From an optimization exercise on the open Yosys and OpenROAD flow, aimed at a short achievable clock period and few clock cycles per item; shortcuts taken in it are not production practice.
Function was checked by simulation only, so behaviour that the tests miss may differ from the original.

==> inputs of exp/onyx <==
==> flow/design.v <==
`default_nettype none
package cache_pkg;
    parameter int ADDR_W = 16;
    parameter int WORD_W = 32;
    parameter int NUM_WAYS = 4;
    parameter int WORDS_PER_BLOCK = 4;
    parameter int OFFSET_W = 2;
    parameter int AGE_W = 2;
    typedef logic [1:0] way_t;
    typedef struct packed {
        logic              cyc;
        logic              stb;
        logic              we;
        logic [ADDR_W-1:0] adr;
        logic [WORD_W-1:0] dat;
    } wb_req_t;
    typedef struct packed {
        logic              ack;
        logic [WORD_W-1:0] dat;
    } wb_rsp_t;
    typedef enum logic [2:0] {
        IDLE,
        LOOKUP,
        WRITEBACK,
        REFILL,
        RESPOND
    } cache_state_e;
endpackage
`default_nettype wire
`timescale 1ns/10ps
`default_nettype none
module cache_wb (
    input  wire logic        clk,
    input  wire logic        rst_n,
    input  wire logic        cpu_cyc,
    input  wire logic        cpu_stb,
    input  wire logic        cpu_we,
    input  wire logic [15:0] cpu_adr,
    input  wire logic [31:0] cpu_dat_w,
    output logic             cpu_ack,
    output logic      [31:0] cpu_dat_r,
    output logic             mem_cyc,
    output logic             mem_stb,
    output logic             mem_we,
    output logic      [15:0] mem_adr,
    output logic      [31:0] mem_dat_w,
    input  wire logic        mem_ack,
    input  wire logic [31:0] mem_dat_r
);
    localparam logic [1:0] S_IDLE = 2'd0;
    localparam logic [1:0] S_MISS = 2'd1;
    localparam logic [1:0] S_ACK  = 2'd2;
    logic [31:0] dmem  [4][8][4];    
    logic [10:0] tag_q [8][4];
    logic [3:0]  valid_q [8];
    logic [3:0]  dirty_q [8];
    logic [1:0]  age_q [8][4];
    logic [1:0]  st;
    logic        ack_q;
    logic        stb_q;
    logic        we_q;
    logic [15:0] adr_q;
    logic [31:0] dat_w_q;
    logic [2:0]  n_q;         
    logic [10:0] rtag_q;
    logic [2:0]  ridx_q;
    logic [1:0]  roff_q;
    logic        rwe_q;
    logic [31:0] rdat_q;
    logic        miss_q;
    logic [1:0]  way_q;
    logic        vdirty_q;
    logic [10:0] vtag_q;
    logic [31:0] word_q [4];
    logic [3:0]  sel_q;
    logic        req;
    logic [2:0]  idx;
    logic [10:0] tag;
    logic [1:0]  off;
    logic [3:0]  match;
    logic        hit;
    logic [1:0]  hit_way;
    logic [1:0]  victim;
    logic [3:0]  vld;
    assign req = cpu_cyc && cpu_stb;
    assign idx = cpu_adr[4:2];
    assign tag = cpu_adr[15:5];
    assign off = cpu_adr[1:0];
    assign vld = valid_q[idx];
    always_comb
    begin
        match   = '0;
        hit_way = '0;
        for (int w = 0; w < 4; w++)
        begin
            match[w] = vld[w] && (tag_q[idx][w] == tag);
            if (match[w])
                hit_way = 2'(w);
        end
    end
    assign hit = |match;
    always_comb
    begin
        victim = '0;
        for (int w = 3; w >= 0; w--)
            if (age_q[idx][w] == 2'd3)
                victim = 2'(w);
        for (int w = 3; w >= 0; w--)
            if (!vld[w])
                victim = 2'(w);
    end
    logic        mem_go;
    logic        last;
    logic [2:0]  n_nxt;
    logic        wb_nxt;
    logic [15:0] adr_nxt;
    assign mem_go  = (st == S_MISS) && mem_ack;
    assign last    = (n_q == 3'd7);
    assign n_nxt   = (n_q == 3'd0) ? (vdirty_q ? 3'd1 : 3'd5) : n_q + 3'd1;
    assign wb_nxt  = (n_nxt >= 3'd1) && (n_nxt <= 3'd4);
    assign adr_nxt = wb_nxt ? {vtag_q, ridx_q, n_q[1:0]}
                            : {rtag_q, ridx_q, 2'(roff_q + n_nxt[1:0])};
    always_ff @(posedge clk or negedge rst_n)
    begin
        if (!rst_n)
        begin
            st    <= S_IDLE;
            ack_q <= 1'b0;
            stb_q <= 1'b0;
            n_q   <= '0;
        end
        else
        begin
            case (st)
                S_IDLE:
                    if (req)
                    begin
                        if (hit)
                        begin
                            st    <= S_ACK;
                            ack_q <= 1'b1;
                        end
                        else
                        begin
                            st    <= S_MISS;
                            stb_q <= 1'b1;
                        end
                    end
                S_MISS:
                    if (mem_ack)
                    begin
                        if (last)
                        begin
                            st    <= S_ACK;
                            ack_q <= 1'b1;
                            stb_q <= 1'b0;
                            n_q   <= '0;
                        end
                        else
                            n_q <= n_nxt;
                    end
                default:
                begin
                    st    <= S_IDLE;
                    ack_q <= 1'b0;
                end
            endcase
        end
    end
    always_ff @(posedge clk)
    begin
        if (st == S_IDLE)
        begin
            rtag_q   <= tag;
            ridx_q   <= idx;
            roff_q   <= off;
            rwe_q    <= cpu_we;
            rdat_q   <= cpu_dat_w;
            miss_q   <= !hit;
            way_q    <= hit ? hit_way : victim;
            vdirty_q <= vld[victim] && dirty_q[idx][victim];
            vtag_q   <= tag_q[idx][victim];
            sel_q    <= hit ? match : 4'b0001;
            for (int w = 0; w < 4; w++)
                word_q[w] <= dmem[w][idx][off];
            we_q     <= 1'b0;
            adr_q    <= cpu_adr;
        end
        else if (mem_go)
        begin
            if (n_q == 3'd0)
                word_q[0] <= mem_dat_r;
            we_q    <= wb_nxt;
            adr_q   <= adr_nxt;
            dat_w_q <= dmem[way_q][ridx_q][n_q[1:0]];
        end
    end
    logic        d_we;
    logic [1:0]  d_off;
    logic [31:0] d_dat;
    assign d_we  = (mem_go && (n_q >= 3'd5)) || ((st == S_ACK) && (rwe_q || miss_q));
    assign d_off = (st == S_ACK) ? roff_q : adr_q[1:0];
    assign d_dat = (st == S_ACK) ? (rwe_q ? rdat_q : word_q[0]) : mem_dat_r;
    always_ff @(posedge clk)
    begin
        if (d_we)
            dmem[way_q][ridx_q][d_off] <= d_dat;
        if ((st == S_ACK) && miss_q)
            tag_q[ridx_q][way_q] <= rtag_q;
    end
    always_ff @(posedge clk or negedge rst_n)
    begin
        if (!rst_n)
        begin
            for (int s = 0; s < 8; s++)
            begin
                valid_q[s] <= '0;
                dirty_q[s] <= '0;
                for (int w = 0; w < 4; w++)
                    age_q[s][w] <= 2'(w);
            end
        end
        else if (st == S_ACK)
        begin
            if (miss_q)
            begin
                valid_q[ridx_q][way_q] <= 1'b1;
                dirty_q[ridx_q][way_q] <= rwe_q;
            end
            else if (rwe_q)
                dirty_q[ridx_q][way_q] <= 1'b1;
            for (int w = 0; w < 4; w++)
            begin
                if (2'(w) == way_q)
                    age_q[ridx_q][w] <= '0;
                else if (age_q[ridx_q][w] < age_q[ridx_q][way_q])
                    age_q[ridx_q][w] <= age_q[ridx_q][w] + 2'd1;
            end
        end
    end
    assign cpu_ack   = ack_q;
    assign cpu_dat_r = ({32{sel_q[0]}} & word_q[0]) | ({32{sel_q[1]}} & word_q[1]) |
                       ({32{sel_q[2]}} & word_q[2]) | ({32{sel_q[3]}} & word_q[3]);
    assign mem_cyc   = stb_q;
    assign mem_stb   = stb_q;
    assign mem_we    = we_q;
    assign mem_adr   = adr_q;
    assign mem_dat_w = dat_w_q;
endmodule
`default_nettype wire
==> flow/run.sh <==
#!/bin/bash
# synth_recipe.tcl (not shown) runs the flow's synth.tcl, then flattens the netlist and writes it again
# the make line also repeats each setting of config.mk as NAME=value (left out here)
make -C /OpenROAD-flow-scripts/flow DESIGN_CONFIG=/design/flow/config.mk WORK_HOME=/design/flow/orfs CLKGATE_MAP_FILE= SYNTH_SCRIPT=/design/flow/synth_recipe.tcl finish
==> flow/config.mk <==
export PLATFORM = sky130hd
export DESIGN_NAME = cache_wb
export DESIGN_NICKNAME = cache_wb
export VERILOG_FILES = /design/flow/design.v
export SDC_FILE = /design/flow/constraint.sdc
export NUM_CORES = 4
export LEC_CHECK = 0
export ABC_CLOCK_PERIOD_IN_PS = 3000
export CAP_MARGIN = 20
export CORE_MARGIN = 2
export CORE_UTILIZATION = 30
export PLACE_DENSITY = 0.45
export SETUP_SLACK_MARGIN = 5
export SLEW_MARGIN = 20
==> flow/constraint.sdc <==
create_clock -name core_clock -period 9.0 [get_ports {clk}]
set_input_delay 1.8000 -clock core_clock [delete_from_list [all_inputs] [get_ports {clk}]]
set_output_delay 1.8000 -clock core_clock [all_outputs]
set_load 0.01 [all_outputs]
==> exp/pepper (differences from exp/onyx) <==
--- a/flow/design.v
+++ b/flow/design.v
@@ -56,11 +56,6 @@
     logic [3:0]  dirty_q [8];
     logic [1:0]  age_q [8][4];
     logic [1:0]  st;
-    logic        ack_q;
-    logic        stb_q;
-    logic        we_q;
-    logic [15:0] adr_q;
-    logic [31:0] dat_w_q;
     logic [2:0]  n_q;         
     logic [10:0] rtag_q;
     logic [2:0]  ridx_q;
@@ -71,8 +66,13 @@
     logic [1:0]  way_q;
     logic        vdirty_q;
     logic [10:0] vtag_q;
-    logic [31:0] word_q [4];
-    logic [3:0]  sel_q;
+    logic [31:0] crit_q;      
+    logic        ack_q;
+    logic        stb_q;
+    logic        we_q;
+    logic [15:0] adr_q;
+    logic [31:0] dat_w_q;
+    logic [31:0] dat_r_q;
     logic        req;
     logic [2:0]  idx;
     logic [10:0] tag;
@@ -82,6 +82,7 @@
     logic [1:0]  hit_way;
     logic [1:0]  victim;
     logic [3:0]  vld;
+    logic [31:0] hit_word;
     assign req = cpu_cyc && cpu_stb;
     assign idx = cpu_adr[4:2];
     assign tag = cpu_adr[15:5];
@@ -89,13 +90,15 @@
     assign vld = valid_q[idx];
     always_comb
     begin
-        match   = '0;
-        hit_way = '0;
+        match    = '0;
+        hit_way  = '0;
+        hit_word = '0;
         for (int w = 0; w < 4; w++)
         begin
             match[w] = vld[w] && (tag_q[idx][w] == tag);
             if (match[w])
                 hit_way = 2'(w);
+            hit_word = hit_word | ({32{match[w]}} & dmem[w][idx][off]);
         end
     end
     assign hit = |match;
@@ -112,12 +115,15 @@
     logic        mem_go;
     logic        last;
     logic [2:0]  n_nxt;
-    logic        wb_nxt;
-    logic [15:0] adr_nxt;
-    assign mem_go  = (st == S_MISS) && mem_ack;
-    assign last    = (n_q == 3'd7);
-    assign n_nxt   = (n_q == 3'd0) ? (vdirty_q ? 3'd1 : 3'd5) : n_q + 3'd1;
+    assign mem_go = (st == S_MISS) && mem_ack;
+    assign last   = (n_q == 3'd7);
+    assign n_nxt  = (n_q == 3'd0) ? (vdirty_q ? 3'd1 : 3'd5) : n_q + 3'd1;
+    logic        wb_cur, wb_nxt;
+    logic [15:0] adr_cur, adr_nxt;
+    assign wb_cur  = (n_q >= 3'd1) && (n_q <= 3'd4);
     assign wb_nxt  = (n_nxt >= 3'd1) && (n_nxt <= 3'd4);
+    assign adr_cur = wb_cur ? {vtag_q, ridx_q, 2'(n_q - 3'd1)}
+                            : {rtag_q, ridx_q, 2'(roff_q + n_q[1:0])};
     assign adr_nxt = wb_nxt ? {vtag_q, ridx_q, n_q[1:0]}
                             : {rtag_q, ridx_q, 2'(roff_q + n_nxt[1:0])};
     always_ff @(posedge clk or negedge rst_n)
@@ -131,39 +137,25 @@
         end
         else
         begin
+            ack_q <= ((st == S_IDLE) && req && hit) || (mem_go && last);
+            stb_q <= ((st == S_IDLE) && req && !hit) || ((st == S_MISS) && !(mem_ack && last));
             case (st)
                 S_IDLE:
                     if (req)
-                    begin
-                        if (hit)
-                        begin
-                            st    <= S_ACK;
-                            ack_q <= 1'b1;
-                        end
-                        else
-                        begin
-                            st    <= S_MISS;
-                            stb_q <= 1'b1;
-                        end
-                    end
+                        st <= hit ? S_ACK : S_MISS;
                 S_MISS:
                     if (mem_ack)
                     begin
                         if (last)
                         begin
-                            st    <= S_ACK;
-                            ack_q <= 1'b1;
-                            stb_q <= 1'b0;
-                            n_q   <= '0;
+                            st  <= S_ACK;
+                            n_q <= '0;
                         end
                         else
                             n_q <= n_nxt;
                     end
                 default:
-                begin
-                    st    <= S_IDLE;
-                    ack_q <= 1'b0;
-                end
+                    st <= S_IDLE;
             endcase
         end
     end
@@ -180,27 +172,42 @@
             way_q    <= hit ? hit_way : victim;
             vdirty_q <= vld[victim] && dirty_q[idx][victim];
             vtag_q   <= tag_q[idx][victim];
-            sel_q    <= hit ? match : 4'b0001;
-            for (int w = 0; w < 4; w++)
-                word_q[w] <= dmem[w][idx][off];
-            we_q     <= 1'b0;
-            adr_q    <= cpu_adr;
+        end
+        if (mem_go && (n_q == 3'd0))
+            crit_q <= mem_dat_r;
+    end
+    always_ff @(posedge clk)
+    begin
+        if (st == S_IDLE)
+        begin
+            we_q  <= 1'b0;
+            adr_q <= cpu_adr;
         end
         else if (mem_go)
         begin
-            if (n_q == 3'd0)
-                word_q[0] <= mem_dat_r;
-            we_q    <= wb_nxt;
-            adr_q   <= adr_nxt;
+            we_q  <= wb_nxt;
+            adr_q <= adr_nxt;
+        end
+        else
+        begin
+            we_q  <= wb_cur;
+            adr_q <= adr_cur;
+        end
+        if (mem_go)
             dat_w_q <= dmem[way_q][ridx_q][n_q[1:0]];
-        end
+        else
+            dat_w_q <= dmem[way_q][ridx_q][2'(n_q - 3'd1)];
+        if (st == S_MISS)
+            dat_r_q <= crit_q;
+        else
+            dat_r_q <= hit_word;
     end
     logic        d_we;
     logic [1:0]  d_off;
     logic [31:0] d_dat;
     assign d_we  = (mem_go && (n_q >= 3'd5)) || ((st == S_ACK) && (rwe_q || miss_q));
-    assign d_off = (st == S_ACK) ? roff_q : adr_q[1:0];
-    assign d_dat = (st == S_ACK) ? (rwe_q ? rdat_q : word_q[0]) : mem_dat_r;
+    assign d_off = (st == S_ACK) ? roff_q : 2'(roff_q + n_q[1:0]);
+    assign d_dat = (st == S_ACK) ? (rwe_q ? rdat_q : crit_q) : mem_dat_r;
     always_ff @(posedge clk)
     begin
         if (d_we)
@@ -239,8 +246,7 @@
         end
     end
     assign cpu_ack   = ack_q;
-    assign cpu_dat_r = ({32{sel_q[0]}} & word_q[0]) | ({32{sel_q[1]}} & word_q[1]) |
-                       ({32{sel_q[2]}} & word_q[2]) | ({32{sel_q[3]}} & word_q[3]);
+    assign cpu_dat_r = dat_r_q;
     assign mem_cyc   = stb_q;
     assign mem_stb   = stb_q;
     assign mem_we    = we_q;
==> flow_metrics.env <==
export IMPL_use_met3_pct=5.85
export IMPL_multi_input_area_share_pct=35.8
export IMPL_muxShareOfSynthArea_pct=35.4
export IMPL_outcome="complete, no violations"
export IMPL_netlist_area_leader_share_pct=54.4
export IMPL_min_from="valid_q[1][3]$_DFFE_PN0P_"
export IMPL_syn_num_nets=13100
export IMPL_p_seq_uw=25600
export IMPL_vias=165000
export IMPL_crit_path_end_kind="flip-flop"
export IMPL_vdd_ir_drop_worst_v=0.000319
That was exp/pepper.
==> flow_metrics.env <==
export IMPL_outcome="complete, no violations"
export IMPL_vdd_ir_drop_worst_v=0.000205
export IMPL_use_met3_pct=6.95
export IMPL_postPlaceCellArea_mm2=0.239
export IMPL_min_from="valid_q[2][2]$_DFFE_PN0P_"
export IMPL_crit_path_end_kind="output pin"
export IMPL_p_leak_uw=0.0829
export IMPL_drtPass1Iterations=6
export IMPL_muxShareOfSynthArea_pct=27.8
export IMPL_holdWs_ns=0.449
export IMPL_pg_comb_uw=23600
export IMPL_synthToLayoutAreaGrowth_pct=19.6
export IMPL_vias=132000
export IMPL_p_seq_uw=26500
export IMPL_multi_input_area_share_pct=28.9
export IMPL_relSlewSlack_pct=5.85
export IMPL_netlist_area_leader_share_pct=63.6
export IMPL_post_cts_setup_buffers=233
That was exp/onyx.
Testbench counts of exp/onyx, summed over its fixed seeds: cycles 395,319, items 32,000.
Testbench counts of exp/pepper, summed over its fixed seeds: cycles 395,319, items 32,000.

[static timing again, ports no longer ideal]
The flow's constraints put no driver on any port. The routed layouts listed below were extracted and timed again, unchanged, in two steps.
Step 1 (the two cells are an assumption about what drives the block):
set clk [get_ports {clk}]
set_driving_cell -lib_cell sky130_fd_sc_hd__clkbuf_16 $clk
set_driving_cell -lib_cell sky130_fd_sc_hd__buf_2 [delete_from_list [all_inputs] $clk]
Step 2 times the ports against the registers' clock, not the clock port: input delays grow and output delays shrink by t, the midpoint of the rising clock arrivals with the driver on.
Slacks: ideal / step 1 / step 2; pairs: ideal / step 1.
run	t, ns	setup WS [ns]	hold WS [ns]
exp/onyx	1.240	4.006 / 3.870 / 3.344	0.449 / 0.449 / 0.449
exp/pepper	1.267	4.561 / 4.561 / 3.340	0.461 / 0.461 / 0.461
After both steps every run listed still meets setup and hold. For exp/pepper, which loses most, drivers alone change the setup slack by 0.000 ns; drivers and shift together by -1.221 ns.
